What follows belongs to an exercise in optimizing a design on an open flow for small area, a short achievable clock period and few clock cycles per item; a production flow would make more cautious choices.
Function was checked by simulation only, so behaviour that the tests miss may differ from the original.
Power and IR drop assume default switching activity.

## flow/design.v (module list and top-level ports; edited modules follow where they fit)
// module mac_dsp_pipe: 897 lines
module mac_dsp_pipe #(
  parameter int A_WIDTH     = 25,
  parameter int B_WIDTH     = 18,
  parameter int ACC_WIDTH   = 48,
  parameter int PIPE_STAGES = 1
) (
  input  logic                 clk_i,
  input  logic                 rst_i,
  input  logic                 valid_i,
  output logic                 ready_o,
  input  logic [A_WIDTH-1:0]   a_i,
  input  logic [B_WIDTH-1:0]   b_i,
  input  logic                 clr_i,
  input  logic                 last_i,
  output logic                 valid_o,
  input  logic                 ready_i,
  output logic [ACC_WIDTH-1:0] acc_o,
  output logic                 ovf_o
);
  // ...
==> flow/flow/run.sh <==
#!/bin/bash
# Standard layout, with netlist steps between synthesis and floorplan: fanout.py takes out the
# synthesis buffers (the flow removes them anyway); fixinv.py removes the inverters that Yosys
# leaves between full-adder cells (a full adder is self-dual, so a cell can compute on complemented
# signals instead; single-output gates can be swapped for their complement); fanout.py then gives
# register outputs with many loads a driver (two inverters). The new netlist is used only if ABC's cec proves it
# equivalent to the standard synthesis (registers paired by name); else the standard one is kept.
set -uo pipefail
export PATH="$FLOW_HOME/../tools/install/yosys/bin:$FLOW_HOME/../tools/install/OpenROAD/bin:$PATH"
R=orfs/results/${FLOW_PLATFORM}/mac_dsp_pipe/base
# port buffers: a plain buffer instead of the delay cell buffer_ports picks by itself
export BUFFER_PORTS_ARGS="-buffer_cell sky130_fd_sc_hd__buf_1"
bash standard.sh synth > synth.log 2>&1 || { echo "synthesis failed"; exit 1; }
cp "$R/1_2_yosys.v" standard_synth.v
if python3 flow/fanout.py standard_synth.v nobuf_synth.v 0 > fanout0.log 2>&1 \
   && python3 flow/fixinv.py nobuf_synth.v inv_synth.v > fixinv.log 2>&1 \
   && python3 flow/fanout.py inv_synth.v fixed_synth.v ${FANOUT_MAX:-12} > fanout.log 2>&1 \
   && bash flow/cec.sh standard_synth.v fixed_synth.v > cec.log 2>&1 \
   && grep -q "Networks are equivalent" cec.log; then
  echo "using the netlist with full-adder polarities fixed"
  cp fixed_synth.v "$R/1_2_yosys.v"
  touch "$R/1_2_yosys.v"
else
  echo "keeping the standard netlist"
fi
bash standard.sh > layout.log 2>&1 || { echo "layout failed"; exit 1; }
test -f out/final.def
==> flow/flow/cec.sh <==
#!/bin/bash
# usage: cec.sh gold.v gate.v  -> combinational equivalence (registers matched by name) with ABC
set -e
t=$(mktemp -d -p .)
cat $1 $2 > $t/both.v
python3 $(dirname "$0")/lib2v.py ${LIB:-/OpenROAD-flow-scripts/flow/platforms/sky130hd/lib/sky130_fd_sc_hd__tt_025C_1v80.lib} $t/both.v > $t/cells.v
for x in gold gate; do
  f=$1; [ $x = gate ] && f=$2
  python3 $(dirname "$0")/cutff.py $f > $t/$x.v
  yosys -q -p "read_verilog $t/cells.v; read_verilog $t/$x.v; hierarchy -top mac_dsp_pipe; flatten; techmap; opt -purge; write_blif $t/$x.blif" >/dev/null
done
yosys-abc -c "cec -n $t/gold.blif $t/gate.blif"
rm -rf $t
==> flow/flow/cutff.py <==
#!/usr/bin/env python3
"""Turn every flip-flop of a flat sky130 netlist into ports (Q an input, D/DE outputs) named after
the flip-flop instance, so two netlists with the same registers can be compared combinationally."""
import re, sys
src = open(sys.argv[1]).read()
inst_re = re.compile(r'^  (sky130_fd_sc_hd__\w*dfxtp\w*) +(\S+) +\((.*?)\n  \);\n', re.S | re.M)
pin_re = re.compile(r'\.(\w+)\((.*?)\)(?:,|\s*$)', re.S)
newports, decl, assigns = [], [], []
def san(n): return re.sub(r'[^A-Za-z0-9_]', '_', n)
def esc(n): return n + ' ' if n.startswith('\\') else n
def repl(m):
    typ, name, body = m.groups()
    s = san(name)
    for p, n in pin_re.findall(body):
        n = n.strip()
        if p == 'CLK': continue
        if p == 'Q':
            newports.append(f"ffq_{s}"); decl.append(f"  input ffq_{s};\n"); assigns.append(f"  assign {esc(n)} = ffq_{s};\n")
        else:
            newports.append(f"ff{p.lower()}_{s}"); decl.append(f"  output ff{p.lower()}_{s};\n"); assigns.append(f"  assign ff{p.lower()}_{s} = {esc(n)};\n")
    return ''
src = inst_re.sub(repl, src)
src = re.sub(r'(module mac_dsp_pipe\()', r'\1' + ', '.join(newports) + ', ', src, count=1)
i = src.index(';', src.index('module mac_dsp_pipe(')) + 2
src = src[:i] + ''.join(decl) + src[i:]
src = src.replace('endmodule', ''.join(assigns) + 'endmodule')
print(src)
==> flow/flow/fanout.py <==
#!/usr/bin/env python3
"""Give high-fanout register outputs a driver. Buffers (which the layout flow removes anyway) are
taken out first; then every register output with more than MAX loads drives its loads through a
pair of inverters, so the register, whose cell the flow must keep, sees one small load.
usage: fanout.py in.v out.v MAX"""
import re, sys
from collections import defaultdict
src = open(sys.argv[1]).read()
MAX = int(sys.argv[3])
OUT_PINS = {'X', 'Y', 'Q', 'Q_N', 'SUM', 'COUT', 'HI', 'LO'}
inst_re = re.compile(r'^  (sky130_fd_sc_hd__\w+) +(\S+) +\((.*?)\n  \);\n', re.S | re.M)
pin_re = re.compile(r'\.(\w+)\((.*?)\)(?:,|\s*$)', re.S)
insts = []
for m in inst_re.finditer(src):
    insts.append([m.group(1), m.group(2), [(p, n.strip()) for p, n in pin_re.findall(m.group(3))], m.span()])
head = src[:insts[0][3][0]]
tail = src[insts[-1][3][1]:]
ports = set(m.group(3) for m in re.finditer(r'^\s*(input|output)\s+(\[[^\]]*\]\s*)?(\S+);', head, re.M))
def base_net(n): return n.split(' ')[0] if n.startswith('\\') else re.sub(r'\[\d+\]$', '', n)
def is_port(n): return base_net(n) in ports
def esc(n): return n + ' ' if n.startswith('\\') else n
# remove buffers whose output is not a port
alias = {}
keep = []
for c in insts:
    if re.search(r'__(clk)?buf_\d+$', c[0]):
        d = dict(c[2])
        if not is_port(d['X']):
            alias[d['X']] = d['A']
            continue
    keep.append(c)
def res(n):
    while n in alias: n = alias[n]
    return n
for c in keep:
    c[2] = [(p, n if p in OUT_PINS else res(n)) for p, n in c[2]]
loads = defaultdict(int)
for c in keep:
    for p, n in c[2]:
        if p not in OUT_PINS: loads[n] += 1
extra, wires = [], []
k = 0
for c in list(keep):
    if 'dfxtp' not in c[0]: continue
    q = dict(c[2]).get('Q')
    if MAX <= 0 or q is None or is_port(q) or loads[q] <= MAX: continue
    n1, n2 = f"_fixfo_a{k}_", f"_fixfo_b{k}_"
    wires.append(f"  wire {n1};\n  wire {n2};\n")
    for d in keep:
        if d is c: continue
        d[2] = [(p, n2 if (p not in OUT_PINS and n == q) else n) for p, n in d[2]]
    extra.append([ 'sky130_fd_sc_hd__inv_2', f"_fixfo_i{k}_", [('A', q), ('Y', n1)]])
    extra.append([ 'sky130_fd_sc_hd__inv_4', f"_fixfo_j{k}_", [('A', n1), ('Y', n2)]])
    k += 1
out = [head] + wires
for c in keep + extra:
    out.append(f"  {c[0]} {c[1]} (\n" + ",\n".join(f"    .{p}({esc(n)})" for p, n in c[2]) + "\n  );\n")
out.append(tail)
open(sys.argv[2], 'w').write("".join(out))
sys.stderr.write(f"fanout: {len(alias)} buffers removed, {k} register outputs given a driver\n")
==> flow/flow/fixinv.py <==
#!/usr/bin/env python3
"""Remove inverters around full adders in a Yosys netlist of sky130 cells.

A full adder is self-dual: FA(~a, ~b, ~c) = (~sum, ~carry). The script picks, for each fa cell,
whether it computes on complemented signals (a local search that minimises the number of
signals that then need an inverter), removes the netlist's inverters, and inserts one inverter
per signal whose complement some load needs. The function of the netlist is unchanged.
usage: fixinv.py in.v out.v
"""
import re, sys, random

src = open(sys.argv[1]).read()
OUT_PINS = {'X', 'Y', 'Q', 'Q_N', 'SUM', 'COUT', 'HI', 'LO'}
inst_re = re.compile(r'^  (sky130_fd_sc_hd__\w+) +(\S+) +\((.*?)\n  \);\n', re.S | re.M)
pin_re = re.compile(r'\.(\w+)\((.*?)\)(?:,|\s*$)', re.S)

insts = []
for m in inst_re.finditer(src):
    typ, name, body = m.group(1), m.group(2), m.group(3)
    pins = [(p, n.strip()) for p, n in pin_re.findall(body)]
    insts.append(dict(typ=typ, name=name, pins=pins, span=m.span()))
head = src[:insts[0]['span'][0]]
tail = src[insts[-1]['span'][1]:]
# the text between instances must be empty (only instances are rewritten)
for a, b in zip(insts, insts[1:]):
    assert src[a['span'][1]:b['span'][0]].strip() == '', 'unexpected text between cells'
ports = set()
for m in re.finditer(r'^\s*(input|output)\s+(\[[^\]]*\]\s*)?(\S+);', head, re.M):
    ports.add(m.group(3))
def base_net(n):
    n = n.strip()
    if n.startswith('\\'): return n.split(' ')[0]
    return re.sub(r'\[\d+\]$', '', n)
def is_port(n): return base_net(n) in ports

is_inv = lambda t: re.search(r'__(clk)?inv(lp)?_\d+$', t) is not None
is_fa = lambda t: re.search(r'__fa_\d+$', t) is not None

# single-output cells with a complementary cell of the same inputs: (cell, its output pin)
COMP = {}
for a, b in [('nand2_1', 'and2_1'), ('nor2_1', 'or2_1'), ('xor2_1', 'xnor2_1'), ('a21oi_1', 'a21o_1'),
             ('a22oi_1', 'a22o_1'), ('o21ai_1', 'o21a_1'), ('nand3_1', 'and3_1'), ('nor3_1', 'or3_1'),
             ('a211oi_1', 'a211o_1'), ('o211ai_1', 'o211a_1'), ('a31oi_1', 'a31o_1'), ('o22ai_1', 'o22a_1'),
             ('nand2b_1', 'and2b_1'), ('nor2b_1', 'or2b_1'), ('o21ai_0', 'o21a_1'), ('nand4_1', 'and4_1'), ('nor4_1', 'or4_1')]:
    COMP['sky130_fd_sc_hd__' + a] = 'sky130_fd_sc_hd__' + b
    COMP['sky130_fd_sc_hd__' + b] = 'sky130_fd_sc_hd__' + a
def outpin(t):
    return 'Y' if re.search(r'__(nand|nor|xnor|a\d+oi|o\d+ai|inv|clkinv)', t) else 'X'
driver = {}
for i, c in enumerate(insts):
    for p, n in c['pins']:
        if p in OUT_PINS:
            driver[n] = (i, p)
# removable inverters: input and output not ports
inv_ok = set()
for i, c in enumerate(insts):
    if is_inv(c['typ']):
        d = dict(c['pins'])
        if not is_port(d['Y']) and not is_port(d['A']):
            inv_ok.add(i)
def root(n):
    pol = 0
    seen = 0
    while n in driver and driver[n][0] in inv_ok:
        n = dict(insts[driver[n][0]]['pins'])['A']; pol ^= 1; seen += 1
        assert seen < 100
    return n, pol

# loads: (inst index, pin idx, root, pol)
loads = []
for i, c in enumerate(insts):
    if i in inv_ok: continue
    for k, (p, n) in enumerate(c['pins']):
        if p in OUT_PINS or not n or n.startswith("1'b"): continue
        r, pol = root(n)
        loads.append((i, k, r, pol))
# root -> loads
from collections import defaultdict
by_root = defaultdict(list)
for L in loads: by_root[L[2]].append(L)
fa_idx = [i for i, c in enumerate(insts) if is_fa(c['typ'])]
flip = defaultdict(int)
def drv_flip(r):
    d = driver.get(r)
    return flip[d[0]] if d and is_fa(insts[d[0]]['typ']) else 0
def comp_root(r):
    d = driver.get(r)
    return d is not None and insts[d[0]]['typ'] in COMP and not is_port(r)
def cost_root(r):
    if comp_root(r):
        needs = set(pol ^ flip[i] for (i, k, _, pol) in by_root[r])
        return 1 if len(needs) > 1 else 0
    ph = drv_flip(r)
    for (i, k, _, pol) in by_root[r]:
        if pol ^ flip[i] != ph: return 1
    return 0
# roots touched by each fa
touch = defaultdict(set)
for i in fa_idx:
    for p, n in insts[i]['pins']:
        if p in OUT_PINS: touch[i].add(n)
        elif n and not n.startswith("1'b"): touch[i].add(root(n)[0])
total = sum(cost_root(r) for r in by_root)
start_cost = total
best = None
for seed in range(1, 13):
    random.seed(seed)
    for i in fa_idx: flip[i] = 0 if seed % 2 else random.randint(0, 1)
    for it in range(80):
        improved = False
        order = fa_idx[:]; random.shuffle(order)
        for i in order:
            before = sum(cost_root(r) for r in touch[i])
            flip[i] ^= 1
            after = sum(cost_root(r) for r in touch[i])
            if after < before or (after == before and random.random() < 0.2 and it < 50):
                improved = improved or after < before
            else:
                flip[i] ^= 1
        if not improved and it >= 50: break
    tot = sum(cost_root(r) for r in by_root)
    if best is None or tot < best[0]:
        best = (tot, {i: flip[i] for i in fa_idx})
for i in fa_idx: flip[i] = best[1][i]
total = sum(cost_root(r) for r in by_root)
n_inv_before = len(inv_ok)

# rebuild
def esc(n): return n + ' ' if n.startswith('\\') else n
newpin = {}
neg_net = {}
swapped = 0
for r, Ls in by_root.items():
    if comp_root(r):
        needs = set(pol ^ flip[i] for (i, k, _, pol) in Ls)
        if needs == {1}:
            di = driver[r][0]
            c = insts[di]
            t2 = COMP[c['typ']]
            c['pins'] = [((outpin(t2) if p == outpin(c['typ']) else p), n) for p, n in c['pins']]
            c['typ'] = t2
            flip[('drv', r)] = 1
            swapped += 1
extra = []
wires = []
cnt = 0
for r, Ls in by_root.items():
    ph = drv_flip(r) ^ flip[('drv', r)]
    for (i, k, _, pol) in Ls:
        need = pol ^ flip[i]
        if need == ph:
            newpin[(i, k)] = r
        else:
            if r not in neg_net:
                nn = f"_fixinv_n{cnt}_"; cnt += 1
                neg_net[r] = nn
                wires.append(f"  wire {nn};\n")
                extra.append(f"  sky130_fd_sc_hd__inv_1 _fixinv_i{cnt}_ (\n    .A({esc(r)}),\n    .Y({nn})\n  );\n")
            newpin[(i, k)] = neg_net[r]
out = [head.replace('\nendmodule', '') if False else head]
out.extend(wires)
for i, c in enumerate(insts):
    if i in inv_ok: continue
    pins = []
    for k, (p, n) in enumerate(c['pins']):
        n2 = newpin.get((i, k), n)
        pins.append(f"    .{p}({esc(n2)})")
    out.append(f"  {c['typ']} {c['name']} (\n" + ",\n".join(pins) + "\n  );\n")
out.extend(extra)
out.append(tail)
open(sys.argv[2], 'w').write("".join(out))
sys.stderr.write(f"fixinv: {len(fa_idx)} full adders, {sum(flip[i] for i in fa_idx)} flipped; "
                 f"{swapped} cells complemented; inverters {n_inv_before} -> {len(extra)}\n")
==> flow/flow/lib2v.py <==
#!/usr/bin/env python3
"""Write Verilog models of the sky130hd cells a netlist uses, from the liberty functions."""
import re, sys
lib = open(sys.argv[1]).read()
used = set(re.findall(r'(sky130_fd_sc_hd__\w+)\s+\S+\s*\(', open(sys.argv[2]).read()))
out = []
seen = set()
for m in re.finditer(r'\n\s*cell\s*\(\s*"?(sky130_fd_sc_hd__\w+)"?\s*\)\s*\{', lib):
    name = m.group(1)
    if name not in used or name in seen: continue
    seen.add(name)
    # cell body: up to next top-level cell
    start = m.end()
    nxt = lib.find('\n    cell (', start)
    body = lib[start:nxt if nxt > 0 else len(lib)]
    pins = re.findall(r'\n\s*pin\s*\(\s*"?(\w+)"?\s*\)\s*\{(.*?)(?=\n\s*pin\s*\(|\Z)', body, re.S)
    ins, outs = [], []
    for pn, pb in pins:
        d = re.search(r'direction\s*:\s*"?(\w+)"?', pb).group(1)
        f = re.search(r'\bfunction\s*:\s*"([^"]*)"', pb)
        if d == 'input': ins.append(pn)
        elif d == 'output': outs.append((pn, f.group(1) if f else None))
    if 'edfxtp' in name:
        out.append(f"module {name}(input CLK, input D, input DE, output reg Q); always @(posedge CLK) if (DE) Q <= D; endmodule")
        continue
    if 'dfxtp' in name:
        out.append(f"module {name}(input CLK, input D, output reg Q); always @(posedge CLK) Q <= D; endmodule")
        continue
    if 'XX' in name:
        out.append(f"module {name}(input CLK, input D, input DE, output reg Q); always @(posedge CLK) if (DE) Q <= D; endmodule")
        continue
    ports = ", ".join([f"input {p}" for p in ins] + [f"output {p}" for p, _ in outs])
    lines = [f"module {name}({ports});"]
    for p, f in outs:
        if f is None:
            lines.append(f"  assign {p} = 1'b0; // no function")
            continue
        e = f.replace('!', '~').replace('+', '|')
        e = re.sub(r"(\w+)'", r"(~\1)", e)
        e = re.sub(r'(\w|\))\s+(\w|\(|~)', r'\1 & \2', e)
        lines.append(f"  assign {p} = {e};")
    lines.append("endmodule")
    out.append("\n".join(lines))
print("\n".join(out))
==> flow/standard.sh <==
#!/bin/bash
# synth_recipe.tcl (not shown) runs the flow's synth.tcl, then flattens the netlist and writes it again
# the make line also repeats each setting of config.mk as NAME=value (left out here)
make -C /OpenROAD-flow-scripts/flow DESIGN_CONFIG=/design/flow/config.mk WORK_HOME=/design/flow/orfs CLKGATE_MAP_FILE= SYNTH_SCRIPT=/design/flow/synth_recipe.tcl "${@:-finish}"
==> flow/config.mk <==
export PLATFORM = sky130hd
export DESIGN_NAME = mac_dsp_pipe
export DESIGN_NICKNAME = mac_dsp_pipe
export VERILOG_FILES = /design/flow/design.v
export SDC_FILE = /design/flow/constraint.sdc
export NUM_CORES = 4
export LEC_CHECK = 0
export CAP_MARGIN = 20
export CORE_MARGIN = 2
export CORE_UTILIZATION = 50
export PLACE_DENSITY = 0.65
export SETUP_SLACK_MARGIN = 3.2
export SLEW_MARGIN = 20
==> flow/constraint.sdc <==
create_clock -name core_clock -period 7.0 [get_ports {clk_i}]
set_input_delay 1.4000 -clock core_clock [delete_from_list [all_inputs] [get_ports {clk_i}]]
set_output_delay 1.4000 -clock core_clock [all_outputs]
set_load 0.01 [all_outputs]
==> results.txt, run 1 <==
- Root Driver: clkbuf_16
- Core Area: 34,300 um2
- CTS Sinks: 192
- Largest cell class: multi-input gates
- DP HPWL: 29,800 um
- Top Consumer: combinational cells
- Synthesized area per cell: 12.5 um2
- Synth Cell Area: 17,300 um2
- Final Instance Count excl. Fillers: 2,000
- Max-slew violations: 0
- Status: no timing/DRC/antenna violations
- Total Power: 9150 uW
- CP startpoint kind: register
- WL/cell: 22.3 um
- Critical path class: reg -> reg
- Reg2reg setup slack: 3.04 ns
- Clock Pin Slew Worst Setup and Hold Paths: 0.08 ns
- Critical Path End: acc[45]
- Maxcap violations: 0
- Final Hold Vio Count: 0
- Num rows: 68
- DR pass1 iterations: 6
- Clock buffer depth: 2
- # resized after CTS: 29
- Design area: 19,500 um2
- Endpoint class of the critical path: register
- Multi-input gate share of total cell area: 0.579
- Achievable frequency: 253 MHz
- Largest registers: acc: 48 flops, c_x: 42 flops, c_y: 41 flops
- Slew @ Worst Pin: 0.967 ns
Testbench counts, summed over its fixed seeds: cycles 16,090, samples 16,066.
==> inputs of run 2 (changes only) <==
--- a/flow/config.mk
+++ b/flow/config.mk
@@ -6,8 +6,8 @@
 export NUM_CORES = 4
 export LEC_CHECK = 0
-export CAP_MARGIN = 20
+export CAP_MARGIN = 5
 export CORE_MARGIN = 2
-export CORE_UTILIZATION = 50
-export PLACE_DENSITY = 0.65
+export CORE_UTILIZATION = 60
+export PLACE_DENSITY = 0.75
 export SETUP_SLACK_MARGIN = 3.2
-export SLEW_MARGIN = 20
+export SLEW_MARGIN = 5
==> run 2 against run 1 <==
Against the previous run: utilization is 10 points higher; setup slack better by 0.16 ns; clock power hardly changed; non-clock buffer count fell by 13; sequential share of layout area grew 0.61 points; clock-buffer cell count grew 3; global-route usage up 4.1 points; critical path depth fell by 2; critical path type unchanged.
==> results.txt, run 2 <==
- Critical path class: reg -> reg
- GRT overflow: 0
- Most frequent cells in the layout: xnor2_1, a22oi_1, fa_1, edfxtp_1, buf_1
- Hold_sp: r_last
- Pwr Density: 471 nW/um2
- Buffers and inverters on the worst path: 2
- Reg with most FFs: acc
- Grt peak-use layer: met2
- Critical Path AT: 4.00 ns
- Max-slew violations: 0 (unchanged)
- Synth Instances: 1,383
- DR pass1 iterations: 7 (+1)
- Critical path, cell by cell: inv_2 > inv_12 > and2b_1 > fa_1 > ha_4 > nand4_1 > nor3_4 > o2111ai_4 > a211oi_4 > o2111ai_4 > o311ai_4 > a31oi_1 > xnor2_1
- Top delay family on crit path: compound AO/OA/AOI/OAI gates
- CTS tree: done
- Worst Hold Class: reg -> reg
- Via density: 6.34
- Endpoint class of the critical path: register
- Final setup violation count: 0
- Setup TNS: 0 ns
- GR Layer Usage met1: 0.433
- Core Area: 28,500 um2 (-17%)
- Diode count: 0
- CTS Sinks: 192 (unchanged)
- Routing usage on met3: 0.0768
- Vias: 12,100
- Initial antenna violation count: 0
- DRT antenna net count: 0
- Register Area: 5730 um2
- Largest net degree at the start of global routing: 75
- Worst r2r src: c_start
- Achievable frequency: 263 MHz (+4.1%)
- Crit path max fanout: 49
- Share of layout cells above drive strength 1: 0.117
- Post-route DRC violation count: 0
- Root Driver: clkbuf_16
- Placed Cells: 1,868
- Yosys warns: 1
- Post-Syn Nets: 1,721
- Initial Util: 0.607
- Largest registers: acc: 48 flops, c_x: 42 flops, c_y: 41 flops
- Crit path from: c_start
- Num rows: 62 (-8.8%)
- Fin crit period: 3.80 ns
- Total track usage: 0.297
- Slew @ Worst Pin: 0.971 ns (+0.00336 ns)
- Peak VDD IR: 239 uV
- First-pass GRT wire length: 69,600 um
- DR iter-0 viols: 1,584
- Slowest CP cell: fa_1
- Multi-input combinational cell area: 11,100 um2
- Ports: 100
- CTS Buf Count: 17
- Post-route clock period utilization: 0.543
- Die Y: 174 um
- Max H-tree Level: 4
- Vias in the first global route: 12,500
- Status: no timing/DRC/antenna violations
- Final Hold Vio Count: 0 (unchanged)
- Full die area: 30,200 um2
- Max reg flops: 48
- # hold bufs at CTS: 0
- Placer Congestion: 0.904
- Placed inst area: 18,200 um2
- Clk latency of the worst-skew pair: 0.46 ns
- CP startpoint kind: register
- WP data required: 7.20 ns
- Worst path max stage delay: 0.45 ns
- Total Power: 8980 uW (-1.9%)
- Fillers: 2,144
- Most common cell after layout, fill and taps aside: xnor2_1
- Clock Pin Slew Worst Setup and Hold Paths: 0.07 ns (about the same)
- Clock buffer depth: 2 (unchanged)
- Global routing met2 resource utilization: 0.442
- Most frequent CP cell: o2111ai_4
- Die width: 174 um
- Final Instance Count excl. Fillers: 1,914 (-4.3%)
- DP HPWL: 28,500 um (-4.5%)
- Routed wire length: 43,200 um
- Maxcap violations: 0 (unchanged)
- Final Util: 0.668
- Synth Cell Area: 17,300 um2 (unchanged)
- Synthesized area per cell: 12.5 um2 (unchanged)
- Area Overhead vs Synth: 10.1%
- PortBufs: 99
- WL/cell: 22.6 um (+1.3%)
- RSZ-0062 raised after global routing: yes
- Number of nets in the layout: 1,856
- Leak pwr: 0.00736 uW
- Design area: 19,100 um2 (-2.0%)
- Relative slew slack: 0.353
- Worst Skew: 0.0192 ns
## run 2: power by group
group | leakage [uW] | total (uW) | internal (uW) | switching, uW
Clock | 0.000281 | 1040 | 567 | 471
Sequential | 0.00196 | 2350 | 2110 | 240
Combinational | 0.00511 | 5590 | 2500 | 3090
## run 2: timing repair
item                                    4_1_cts  5_1_grt
endpoints found under the setup margin       56       20
pin swaps                                     7        6
gates resized for setup                      13       15
buffers inserted                              4       11
## run 2: per-layer routing
| metal | vias up | share of wire |
|---|---|---|
| li1 | 5227 | - |
| met1 | 5997 | 0.41 |
| met2 | 812 | 0.44 |
| met3 | 97 | 0.13 |
| met4 | 0 | 0.023 |
| met5 | - | 0 |
## run 2: layout make-up
type,count,area share
Clock buffer,20,0.0229
Clock inverter,11,0.00814
Inverter,131,0.0333
Multi-Input combinational cell,1059,0.584
Sequential cell,192,0.300
Tap cell,384,0.0252
Timing Repair Buffer,117,0.0266
## run 2: metrics by stage
stage | setup slack [ns] | hold WS (ns)
floorplan | 3.41 | 0.400
global placement | 2.85 | 0.403
detailed placement | 2.81 | 0.411
CTS | 3.20 | 0.429
global route | 3.01 | 0.440
finish | 3.20 | 0.429
## run 2: final timing paths
check / end / slack, ns / depth (start not counted)
worst max register to register: acc[45] / 3.20 / 13
worst min register to register: c_last / 0.43 / 0
worst max-delay path: acc[45] / 3.20 / 13
worst min-delay path: c_last / 0.43 / 0

## static timing again, ports no longer ideal
How much do the figures lean on ideal ports? The routed layouts below were timed once more, with nothing changed but the port constraints. Step 1 assumes that a clkbuf_16 drives the clock port and a buf_2 every other input. Step 2, shift: input delay + t, output delay - t, t = (earliest + latest rising clock arrival at the registers) / 2. This alone moves slack from input paths to output paths. Three values: ideal ports, drivers, drivers and shift; two values: the first two.
| run | t, ns | setup slack, ns | clock arrival spread, ns | slew at the worst register clock pin (ns) | worst slew at a driven data input, ns |
|---|---|---|---|---|---|
| run 1 | 0.508 | 3.040 / 3.040 / 3.040 | 0.014 / 0.015 | 0.08 / 0.08 | 0.04 |
| run 2 | 0.503 | 3.196 / 3.196 / 3.196 | 0.020 / 0.020 | 0.09 / 0.09 | 0.03 |
After both steps setup and hold are still met in every run listed.
